Context: an optimization exercise on an open-source flow, tuned for small area. The choices shown serve that exercise and are no tape-out recipe. Where RTL was checked, it was by simulation tests only, not by an equivalence proof against the original. Power and IR drop assume default switching activity.

==> 04-07: inputs <==
## video_box_overlay
module video_box_overlay #(
  parameter int N_BOX   = 8,
  parameter int W_PIX   = 24,
  parameter int W_COORD = 12,
  parameter int W_THK   = 4,
  localparam int W_IDX  = (N_BOX > 1) ? $clog2(N_BOX) : 1
) (
  input  logic               clk,
  input  logic               rstn,
  input  logic               vsync,
  input  logic               hsync,
  input  logic               de,
  input  logic [W_PIX-1:0]   data,
  input  logic               cfg_we,
  input  logic [W_IDX-1:0]   cfg_idx,
  input  logic               cfg_en,
  input  logic               cfg_blend,
  input  logic [W_COORD-1:0] cfg_x,
  input  logic [W_COORD-1:0] cfg_y,
  input  logic [W_COORD-1:0] cfg_w,
  input  logic [W_COORD-1:0] cfg_h,
  input  logic [W_THK-1:0]   cfg_thick,
  input  logic [W_PIX-1:0]   cfg_color,
  output logic               vsync_o,
  output logic               hsync_o,
  output logic               de_o,
  output logic [W_PIX-1:0]   data_o,
  output logic               cfg_commit
);
export LEC_CHECK = 0
export CAP_MARGIN = 20
export CORE_MARGIN = 2
export CORE_UTILIZATION = 70
export CTS_BUF_LIST = sky130_fd_sc_hd__clkbuf_16
export CTS_CLUSTER_DIAMETER = 100
export CTS_CLUSTER_SIZE = 30
export GPL_TIMING_DRIVEN = 0
export SLEW_MARGIN = 20
export SYNTH_HIERARCHICAL = 0
create_clock -name core_clock -period 6.0 [get_ports {clk}]
standard.sh (not shown) runs the stock make flow with config.mk's settings and CLKGATE_MAP_FILE= SYNTH_SCRIPT=/design/flow/synth_recipe.tcl, a recipe that flattens the netlist after the stock synthesis.
==> flow/flow/run.sh <==
#!/bin/bash
# Standard layout with one netlist clean-up between synthesis and floorplan:
# flow/fixinv.py re-picks the polarity of the self-dual cells (full adders,
# majority gates) in the synthesized netlist so fewer inverters are needed.
# Registers and all other cells are untouched. Each step logs to its own file.
set -euo pipefail
# Port buffers: the smallest buffer cell (the repair steps resize it where a port needs more drive).
export BUFFER_PORTS_ARGS="-buffer_cell sky130_fd_sc_hd__buf_1"
R="$PWD/orfs/results/$FLOW_PLATFORM/video_box_overlay/base"
bash standard.sh "$R/1_2_yosys.v" > synth.log 2>&1
cp "$R/1_2_yosys.v" "$R/1_2_yosys.orig.v"
python3 flow/fixinv.py "$R/1_2_yosys.orig.v" "$R/1_2_yosys.v" > fixinv.log 2>&1
bash standard.sh > layout.log 2>&1
Other scripts of this flow, unchanged in this note and not shown: flow/flow/fixinv.py
==> 12-22 (differences from 04-07) <==
--- a/flow/design.v
+++ b/flow/design.v
@@ -56,18 +56,18 @@
     c = 1'b1;
     for (int k = 0; k < W_THK; k++)
       c = (a[k] & ~b[k]) | (a[k] & c) | (~b[k] & c);
     ge_t = c;
   endfunction
   function automatic logic [3:0] axis_lo(
-    input logic [SPLIT-1:0] np, input logic [SPLIT-1:0] lo,
+    input logic [SPLIT-1:0] np, input logic ci, input logic [SPLIT-1:0] lo,
     input logic [SPLIT-1:0] sm, input logic [W_THK-1:0] t
   );
     logic [SPLIT:0] nd, g;
     logic [SPLIT-1:0] d;
-    nd = add_lo(lo, np, 1'b0);
+    nd = add_lo(lo, np, ci);
     g  = add_lo(sm, nd[SPLIT-1:0], 1'b1);
     d  = ~nd[SPLIT-1:0];
     axis_lo = {nd[SPLIT], g[SPLIT],
                (|d[SPLIT-1:W_THK]) | ge_t(d[W_THK-1:0], t),
                (|g[SPLIT-1:W_THK]) | ge_t(g[W_THK-1:0], t)};
   endfunction
@@ -101,35 +101,36 @@
   logic               pend_en_r    [N_BOX];
   logic               pend_blend_r [N_BOX];
   logic [W_COORD-1:0] pend_x_r     [N_BOX];
   logic [W_COORD-1:0] pend_y_r     [N_BOX];
   logic [W_COORD-1:0] pend_wm_r    [N_BOX];
   logic [W_COORD-1:0] pend_hm_r    [N_BOX];
-  logic [W_THK-1:0]   pend_thick_r [N_BOX];
+  logic [W_THK-1:0]   pend_nthk_r [N_BOX];
   logic [W_PIX-1:0]   pend_color_r [N_BOX];
   logic               act_en_r     [N_BOX];
   logic               act_blend_r  [N_BOX];
   logic [W_COORD-1:0] act_x_r      [N_BOX];
   logic [W_COORD-1:0] act_y_r      [N_BOX];
   logic [W_COORD-1:0] act_wm_r     [N_BOX];
   logic [W_COORD-1:0] act_hm_r     [N_BOX];
-  logic [W_THK-1:0]   act_thick_r  [N_BOX];
+  logic [W_THK-1:0]   act_nthk_r  [N_BOX];
   logic [W_PIX-1:0]   act_color_r  [N_BOX];
   logic               v1_r, v2_r, v3_r;
   logic               s1_vs_r, s1_hs_r, s1_de_r;
   logic [W_PIX-1:0]   s1_data_r;
-  logic [3:0]         s1_px_r      [N_BOX];
-  logic [3:0]         s1_py_r      [N_BOX];
-  logic [W_COORD-SPLIT-1:0] s1_xh_r;
+  logic               s1_xsat_r;
   logic               s2_vs_r, s2_hs_r, s2_de_r;
   logic [W_PIX-1:0]   s2_data_r;
-  logic [N_BOX-1:0]   s2_sel_r;
-  logic               s3_vs_r, s3_hs_r, s3_de_r;
-  logic [W_PIX-1:0]   s3_data_r;
-  logic [3:0]         px_s         [N_BOX];
-  logic [3:0]         py_s         [N_BOX];
+  logic [3:0]         s2_part_r    [N_BOX];
+  logic [W_COORD-SPLIT-1:0] s2_ph_r;
+  logic [1:0]         yflag_r      [N_BOX];
+  logic               s3_vs_r, s3_hs_r, s3_de_r, s3_hit_r, s3_blend_r;
+  logic [W_PIX-1:0]   s3_data_r, s3_color_r;
+  logic [W_COORD-1:0] p1_s;
+  logic [3:0]         part_s       [N_BOX];
+  logic [1:0]         ax_s         [N_BOX];
   logic [N_BOX-1:0]   hit_s, sel_s;
   logic               sel_hit_s, sel_blend_s;
   logic [W_PIX-1:0]   sel_color_s, blend_s, mix_s;
   assign vsync_rise_s = vsync & ~vsync_prev_r;
   assign de_fall_s    = ~de & de_prev_r;
   always_ff @(posedge clk or negedge rstn) begin
@@ -179,70 +180,66 @@
       if (cfg_we && (cfg_idx == i[W_IDX-1:0])) begin
         pend_blend_r[i] <= cfg_blend;
         pend_x_r[i]     <= cfg_x;
         pend_y_r[i]     <= cfg_y;
         pend_wm_r[i]    <= wr_wm_s;
         pend_hm_r[i]    <= wr_hm_s;
-        pend_thick_r[i] <= wr_thick_s;
+        pend_nthk_r[i]  <= ~wr_thick_s;
         pend_color_r[i] <= cfg_color;
       end
       if (vsync_rise_s) begin
         act_blend_r[i] <= pend_blend_r[i];
         act_x_r[i]     <= pend_x_r[i];
         act_y_r[i]     <= pend_y_r[i];
         act_wm_r[i]    <= pend_wm_r[i];
         act_hm_r[i]    <= pend_hm_r[i];
-        act_thick_r[i] <= pend_thick_r[i];
+        act_nthk_r[i] <= pend_nthk_r[i];
         act_color_r[i] <= pend_color_r[i];
       end
     end
   end
+  assign p1_s = s1_de_r ? x_cnt_r : y_cnt_r;
   always_comb begin
-    for (int i = 0; i < N_BOX; i++) begin
-      px_s[i] = axis_lo(~x_cnt_r[SPLIT-1:0], act_x_r[i][SPLIT-1:0],
-                        act_wm_r[i][SPLIT-1:0], act_thick_r[i]);
-      py_s[i] = axis_lo(~y_cnt_r[SPLIT-1:0], act_y_r[i][SPLIT-1:0],
-                        act_hm_r[i][SPLIT-1:0], act_thick_r[i]);
-    end
+    for (int i = 0; i < N_BOX; i++)
+      part_s[i] = axis_lo(~p1_s[SPLIT-1:0], s1_de_r & ~s1_xsat_r,
+                          s1_de_r ? act_x_r[i][SPLIT-1:0] : act_y_r[i][SPLIT-1:0],
+                          s1_de_r ? act_wm_r[i][SPLIT-1:0] : act_hm_r[i][SPLIT-1:0],
+                          ~act_nthk_r[i]);
   end
   always_comb begin
-    logic [1:0] ax, ay;
-    logic       any;
-    hit_s = {N_BOX{1'b0}};
-    for (int i = 0; i < N_BOX; i++) begin
-      ax = axis_hi(~s1_xh_r, act_x_r[i][W_COORD-1:SPLIT], act_wm_r[i][W_COORD-1:SPLIT],
-                   s1_px_r[i]);
-      ay = axis_hi(~y_cnt_r[W_COORD-1:SPLIT], act_y_r[i][W_COORD-1:SPLIT],
-                   act_hm_r[i][W_COORD-1:SPLIT], s1_py_r[i]);
-      hit_s[i] = act_en_r[i] & ax[1] & ay[1] &
-                 !((act_thick_r[i] != {W_THK{1'b0}}) & ax[0] & ay[0]);
+    logic any;
+    for (int i = 0; i < N_BOX; i++) begin
+      ax_s[i] = axis_hi(~s2_ph_r,
+                        s2_de_r ? act_x_r[i][W_COORD-1:SPLIT] : act_y_r[i][W_COORD-1:SPLIT],
+                        s2_de_r ? act_wm_r[i][W_COORD-1:SPLIT] : act_hm_r[i][W_COORD-1:SPLIT],
+                        s2_part_r[i]);
+      hit_s[i] = act_en_r[i] & ax_s[i][1] & yflag_r[i][1] &
+                 !((act_nthk_r[i] != {W_THK{1'b1}}) & ax_s[i][0] & yflag_r[i][0]);
     end
     any = 1'b0;
     for (int i = 0; i < N_BOX; i++) begin
-      sel_s[i] = s1_de_r & hit_s[i] & !any;
+      sel_s[i] = s2_de_r & hit_s[i] & !any;
       any      = any | hit_s[i];
     end
-  end
-  always_comb begin
-    sel_hit_s   = |s2_sel_r;
+    sel_hit_s   = |sel_s;
     sel_blend_s = 1'b0;
     sel_color_s = {W_PIX{1'b0}};
     for (int i = 0; i < N_BOX; i++) begin
-      sel_color_s = sel_color_s | ({W_PIX{s2_sel_r[i]}} & act_color_r[i]);
-      sel_blend_s = sel_blend_s | (s2_sel_r[i] & act_blend_r[i]);
+      sel_color_s = sel_color_s | ({W_PIX{sel_s[i]}} & act_color_r[i]);
+      sel_blend_s = sel_blend_s | (sel_s[i] & act_blend_r[i]);
     end
   end
   always_comb begin
     for (int l = 0; l < N_LANE; l++)
-      blend_s[l*8 +: 8] = lane_avg(s2_data_r[l*8 +: 8], sel_color_s[l*8 +: 8]);
-    if (!sel_hit_s)
-      mix_s = s2_data_r;
-    else if (sel_blend_s)
+      blend_s[l*8 +: 8] = lane_avg(s3_data_r[l*8 +: 8], s3_color_r[l*8 +: 8]);
+    if (!s3_hit_r)
+      mix_s = s3_data_r;
+    else if (s3_blend_r)
       mix_s = blend_s;
     else
-      mix_s = sel_color_s;
+      mix_s = s3_color_r;
   end
   always_ff @(posedge clk or negedge rstn) begin
     if (!rstn) begin
       v1_r    <= 1'b0;
       v2_r    <= 1'b0;
       v3_r    <= 1'b0;
@@ -254,30 +251,34 @@
       v1_r    <= 1'b1;
       v2_r    <= v1_r;
       v3_r    <= v2_r;
       vsync_o <= v3_r & s3_vs_r;
       hsync_o <= v3_r & s3_hs_r;
       de_o    <= v3_r & s3_de_r;
-      data_o  <= v3_r ? s3_data_r : {W_PIX{1'b0}};
+      data_o  <= v3_r ? mix_s : {W_PIX{1'b0}};
     end
   end
   always_ff @(posedge clk) begin
-    s1_vs_r   <= vsync;
-    s1_hs_r   <= hsync;
-    s1_de_r   <= de;
-    s1_data_r <= data;
-    for (int i = 0; i < N_BOX; i++) begin
-      s1_px_r[i] <= px_s[i];
-      s1_py_r[i] <= py_s[i];
-    end
-    s1_xh_r   <= x_cnt_r[W_COORD-1:SPLIT];
-    s2_vs_r   <= s1_vs_r;
-    s2_hs_r   <= s1_hs_r;
-    s2_de_r   <= s1_de_r;
-    s2_data_r <= s1_data_r;
-    s2_sel_r  <= sel_s;
-    s3_vs_r   <= s2_vs_r;
-    s3_hs_r   <= s2_hs_r;
-    s3_de_r   <= s2_de_r;
-    s3_data_r <= mix_s;
+    s1_vs_r    <= vsync;
+    s1_hs_r    <= hsync;
+    s1_de_r    <= de;
+    s1_data_r  <= data;
+    s1_xsat_r  <= &x_cnt_r;
+    s2_vs_r    <= s1_vs_r;
+    s2_hs_r    <= s1_hs_r;
+    s2_de_r    <= s1_de_r;
+    s2_data_r  <= s1_data_r;
+    for (int i = 0; i < N_BOX; i++)
+      s2_part_r[i] <= part_s[i];
+    s2_ph_r    <= p1_s[W_COORD-1:SPLIT];
+    for (int i = 0; i < N_BOX; i++)
+      if (!s2_de_r)
+        yflag_r[i] <= ax_s[i];
+    s3_vs_r    <= s2_vs_r;
+    s3_hs_r    <= s2_hs_r;
+    s3_de_r    <= s2_de_r;
+    s3_data_r  <= s2_data_r;
+    s3_hit_r   <= sel_hit_s;
+    s3_blend_r <= sel_blend_s;
+    s3_color_r <= sel_color_s;
   end
 endmodule
==> 01-16 (differences from 04-07) <==
--- a/flow/design.v
+++ b/flow/design.v
@@ -101,35 +101,36 @@
   logic               pend_en_r    [N_BOX];
   logic               pend_blend_r [N_BOX];
   logic [W_COORD-1:0] pend_x_r     [N_BOX];
   logic [W_COORD-1:0] pend_y_r     [N_BOX];
   logic [W_COORD-1:0] pend_wm_r    [N_BOX];
   logic [W_COORD-1:0] pend_hm_r    [N_BOX];
-  logic [W_THK-1:0]   pend_thick_r [N_BOX];
+  logic [W_THK-1:0]   pend_nthk_r [N_BOX];
   logic [W_PIX-1:0]   pend_color_r [N_BOX];
   logic               act_en_r     [N_BOX];
   logic               act_blend_r  [N_BOX];
   logic [W_COORD-1:0] act_x_r      [N_BOX];
   logic [W_COORD-1:0] act_y_r      [N_BOX];
   logic [W_COORD-1:0] act_wm_r     [N_BOX];
   logic [W_COORD-1:0] act_hm_r     [N_BOX];
-  logic [W_THK-1:0]   act_thick_r  [N_BOX];
+  logic [W_THK-1:0]   act_nthk_r  [N_BOX];
   logic [W_PIX-1:0]   act_color_r  [N_BOX];
   logic               v1_r, v2_r, v3_r;
   logic               s1_vs_r, s1_hs_r, s1_de_r;
   logic [W_PIX-1:0]   s1_data_r;
-  logic [3:0]         s1_px_r      [N_BOX];
-  logic [3:0]         s1_py_r      [N_BOX];
-  logic [W_COORD-SPLIT-1:0] s1_xh_r;
+  logic [W_COORD-1:0] s1_x_r;
   logic               s2_vs_r, s2_hs_r, s2_de_r;
   logic [W_PIX-1:0]   s2_data_r;
-  logic [N_BOX-1:0]   s2_sel_r;
-  logic               s3_vs_r, s3_hs_r, s3_de_r;
-  logic [W_PIX-1:0]   s3_data_r;
-  logic [3:0]         px_s         [N_BOX];
-  logic [3:0]         py_s         [N_BOX];
+  logic [3:0]         s2_part_r    [N_BOX];
+  logic [W_COORD-SPLIT-1:0] s2_ph_r;
+  logic [1:0]         yflag_r      [N_BOX];
+  logic               s3_vs_r, s3_hs_r, s3_de_r, s3_hit_r, s3_blend_r;
+  logic [W_PIX-1:0]   s3_data_r, s3_color_r;
+  logic [W_COORD-1:0] p1_s;
+  logic [3:0]         part_s       [N_BOX];
+  logic [1:0]         ax_s         [N_BOX];
   logic [N_BOX-1:0]   hit_s, sel_s;
   logic               sel_hit_s, sel_blend_s;
   logic [W_PIX-1:0]   sel_color_s, blend_s, mix_s;
   assign vsync_rise_s = vsync & ~vsync_prev_r;
   assign de_fall_s    = ~de & de_prev_r;
   always_ff @(posedge clk or negedge rstn) begin
@@ -179,70 +180,66 @@
       if (cfg_we && (cfg_idx == i[W_IDX-1:0])) begin
         pend_blend_r[i] <= cfg_blend;
         pend_x_r[i]     <= cfg_x;
         pend_y_r[i]     <= cfg_y;
         pend_wm_r[i]    <= wr_wm_s;
         pend_hm_r[i]    <= wr_hm_s;
-        pend_thick_r[i] <= wr_thick_s;
+        pend_nthk_r[i]  <= ~wr_thick_s;
         pend_color_r[i] <= cfg_color;
       end
       if (vsync_rise_s) begin
         act_blend_r[i] <= pend_blend_r[i];
         act_x_r[i]     <= pend_x_r[i];
         act_y_r[i]     <= pend_y_r[i];
         act_wm_r[i]    <= pend_wm_r[i];
         act_hm_r[i]    <= pend_hm_r[i];
-        act_thick_r[i] <= pend_thick_r[i];
+        act_nthk_r[i] <= pend_nthk_r[i];
         act_color_r[i] <= pend_color_r[i];
       end
     end
   end
+  assign p1_s = s1_de_r ? s1_x_r : y_cnt_r;
   always_comb begin
-    for (int i = 0; i < N_BOX; i++) begin
-      px_s[i] = axis_lo(~x_cnt_r[SPLIT-1:0], act_x_r[i][SPLIT-1:0],
-                        act_wm_r[i][SPLIT-1:0], act_thick_r[i]);
-      py_s[i] = axis_lo(~y_cnt_r[SPLIT-1:0], act_y_r[i][SPLIT-1:0],
-                        act_hm_r[i][SPLIT-1:0], act_thick_r[i]);
-    end
+    for (int i = 0; i < N_BOX; i++)
+      part_s[i] = axis_lo(~p1_s[SPLIT-1:0],
+                          s1_de_r ? act_x_r[i][SPLIT-1:0] : act_y_r[i][SPLIT-1:0],
+                          s1_de_r ? act_wm_r[i][SPLIT-1:0] : act_hm_r[i][SPLIT-1:0],
+                          ~act_nthk_r[i]);
   end
   always_comb begin
-    logic [1:0] ax, ay;
-    logic       any;
-    hit_s = {N_BOX{1'b0}};
-    for (int i = 0; i < N_BOX; i++) begin
-      ax = axis_hi(~s1_xh_r, act_x_r[i][W_COORD-1:SPLIT], act_wm_r[i][W_COORD-1:SPLIT],
-                   s1_px_r[i]);
-      ay = axis_hi(~y_cnt_r[W_COORD-1:SPLIT], act_y_r[i][W_COORD-1:SPLIT],
-                   act_hm_r[i][W_COORD-1:SPLIT], s1_py_r[i]);
-      hit_s[i] = act_en_r[i] & ax[1] & ay[1] &
-                 !((act_thick_r[i] != {W_THK{1'b0}}) & ax[0] & ay[0]);
+    logic any;
+    for (int i = 0; i < N_BOX; i++) begin
+      ax_s[i] = axis_hi(~s2_ph_r,
+                        s2_de_r ? act_x_r[i][W_COORD-1:SPLIT] : act_y_r[i][W_COORD-1:SPLIT],
+                        s2_de_r ? act_wm_r[i][W_COORD-1:SPLIT] : act_hm_r[i][W_COORD-1:SPLIT],
+                        s2_part_r[i]);
+      hit_s[i] = act_en_r[i] & ax_s[i][1] & yflag_r[i][1] &
+                 !((act_nthk_r[i] != {W_THK{1'b1}}) & ax_s[i][0] & yflag_r[i][0]);
     end
     any = 1'b0;
     for (int i = 0; i < N_BOX; i++) begin
-      sel_s[i] = s1_de_r & hit_s[i] & !any;
+      sel_s[i] = s2_de_r & hit_s[i] & !any;
       any      = any | hit_s[i];
     end
-  end
-  always_comb begin
-    sel_hit_s   = |s2_sel_r;
+    sel_hit_s   = |sel_s;
     sel_blend_s = 1'b0;
     sel_color_s = {W_PIX{1'b0}};
     for (int i = 0; i < N_BOX; i++) begin
-      sel_color_s = sel_color_s | ({W_PIX{s2_sel_r[i]}} & act_color_r[i]);
-      sel_blend_s = sel_blend_s | (s2_sel_r[i] & act_blend_r[i]);
+      sel_color_s = sel_color_s | ({W_PIX{sel_s[i]}} & act_color_r[i]);
+      sel_blend_s = sel_blend_s | (sel_s[i] & act_blend_r[i]);
     end
   end
   always_comb begin
     for (int l = 0; l < N_LANE; l++)
-      blend_s[l*8 +: 8] = lane_avg(s2_data_r[l*8 +: 8], sel_color_s[l*8 +: 8]);
-    if (!sel_hit_s)
-      mix_s = s2_data_r;
-    else if (sel_blend_s)
+      blend_s[l*8 +: 8] = lane_avg(s3_data_r[l*8 +: 8], s3_color_r[l*8 +: 8]);
+    if (!s3_hit_r)
+      mix_s = s3_data_r;
+    else if (s3_blend_r)
       mix_s = blend_s;
     else
-      mix_s = sel_color_s;
+      mix_s = s3_color_r;
   end
   always_ff @(posedge clk or negedge rstn) begin
     if (!rstn) begin
       v1_r    <= 1'b0;
       v2_r    <= 1'b0;
       v3_r    <= 1'b0;
@@ -254,30 +251,34 @@
       v1_r    <= 1'b1;
       v2_r    <= v1_r;
       v3_r    <= v2_r;
       vsync_o <= v3_r & s3_vs_r;
       hsync_o <= v3_r & s3_hs_r;
       de_o    <= v3_r & s3_de_r;
-      data_o  <= v3_r ? s3_data_r : {W_PIX{1'b0}};
+      data_o  <= v3_r ? mix_s : {W_PIX{1'b0}};
     end
   end
   always_ff @(posedge clk) begin
-    s1_vs_r   <= vsync;
-    s1_hs_r   <= hsync;
-    s1_de_r   <= de;
-    s1_data_r <= data;
-    for (int i = 0; i < N_BOX; i++) begin
-      s1_px_r[i] <= px_s[i];
-      s1_py_r[i] <= py_s[i];
-    end
-    s1_xh_r   <= x_cnt_r[W_COORD-1:SPLIT];
-    s2_vs_r   <= s1_vs_r;
-    s2_hs_r   <= s1_hs_r;
-    s2_de_r   <= s1_de_r;
-    s2_data_r <= s1_data_r;
-    s2_sel_r  <= sel_s;
-    s3_vs_r   <= s2_vs_r;
-    s3_hs_r   <= s2_hs_r;
-    s3_de_r   <= s2_de_r;
-    s3_data_r <= mix_s;
+    s1_vs_r    <= vsync;
+    s1_hs_r    <= hsync;
+    s1_de_r    <= de;
+    s1_data_r  <= data;
+    s1_x_r     <= x_cnt_r;
+    s2_vs_r    <= s1_vs_r;
+    s2_hs_r    <= s1_hs_r;
+    s2_de_r    <= s1_de_r;
+    s2_data_r  <= s1_data_r;
+    for (int i = 0; i < N_BOX; i++)
+      s2_part_r[i] <= part_s[i];
+    s2_ph_r    <= p1_s[W_COORD-1:SPLIT];
+    for (int i = 0; i < N_BOX; i++)
+      if (!s2_de_r)
+        yflag_r[i] <= ax_s[i];
+    s3_vs_r    <= s2_vs_r;
+    s3_hs_r    <= s2_hs_r;
+    s3_de_r    <= s2_de_r;
+    s3_data_r  <= s2_data_r;
+    s3_hit_r   <= sel_hit_s;
+    s3_blend_r <= sel_blend_s;
+    s3_color_r <= sel_color_s;
   end
 endmodule
==> qor summary <==
| metric | 04-07 | 01-16 | 12-22 |
|---|---|---|---|
| Status | no timing/DRC/antenna violations | finished with violations | finished with violations |
| Violated checks | - | setup timing | setup timing |
| Met3 layer usage reported by global route | 3.526% | 4.502% | 3.207% |
| Setup-failing EPs final | 0 | 1 | 26 |
| Internal power | 14.18 mW | 14.08 mW | 13.95 mW |
| Later-pin clock latency in the skew report | 0.67 ns | 0.66 ns | 0.67 ns |
| Count of cells along the worst register-to-register path | 14 | 21 | 22 |
| Filler cells | 4390 | 4123 | 4036 |
| Data arrival time of the critical path | 6.32 ns | 6.53 ns | 6.97 ns |
| Layout non-clock buf frac | 2.720% | 4.119% | 4.459% |
| Non-clock inverter instance count of the final layout | 313 | 186 | 167 |
| CP max stage delay | 0.74 ns | 0.58 ns | 0.58 ns |
| Data required time at the worst endpoint | 6.58 ns | 6.51 ns | 6.54 ns |
| Initial antenna violation count | 4 | 3 | 2 |
| Met2 Track Usage GR | 52.40% | 48.88% | 48.73% |
| Crit Reg-Reg Startpoint | s1_xh_r[0] | s2_de_r | s2_de_r |
| Net Count, Synth | 3463 | 3168 | 3058 |
| End point of the worst hold path | s2_data_r[20] | s2_data_r[1] | s3_data_r[22] |
| Placed cells | 4169 | 4058 | 3942 |
The RTL of 12-22 and 01-16 was laid out without a check of its function.

## re-timing with driven ports
The flow's constraints put no driver on any port. The routed layouts listed below were extracted and timed again, unchanged, in two steps. Step 1: set_driving_cell puts a clkbuf_16 on clk and a buf_2 on each other input, an assumption about the parent block. Step 2, shift: input delay + t, output delay - t, t = (earliest + latest rising clock arrival at the registers) / 2. This alone moves slack from input paths to output paths. Slacks: ideal / step 1 / step 2; pairs: ideal / step 1.
run | t, ns | setup WS [ns] | worst slew at a driven data input, ns
04-07 | 0.728 | 0.261 / 0.261 / 0.261 | 0.12
12-22 | 0.725 | -0.429 / -0.429 / -0.429 | 0.08
01-16 | 0.722 | -0.016 / -0.016 / -0.016 | 0.11
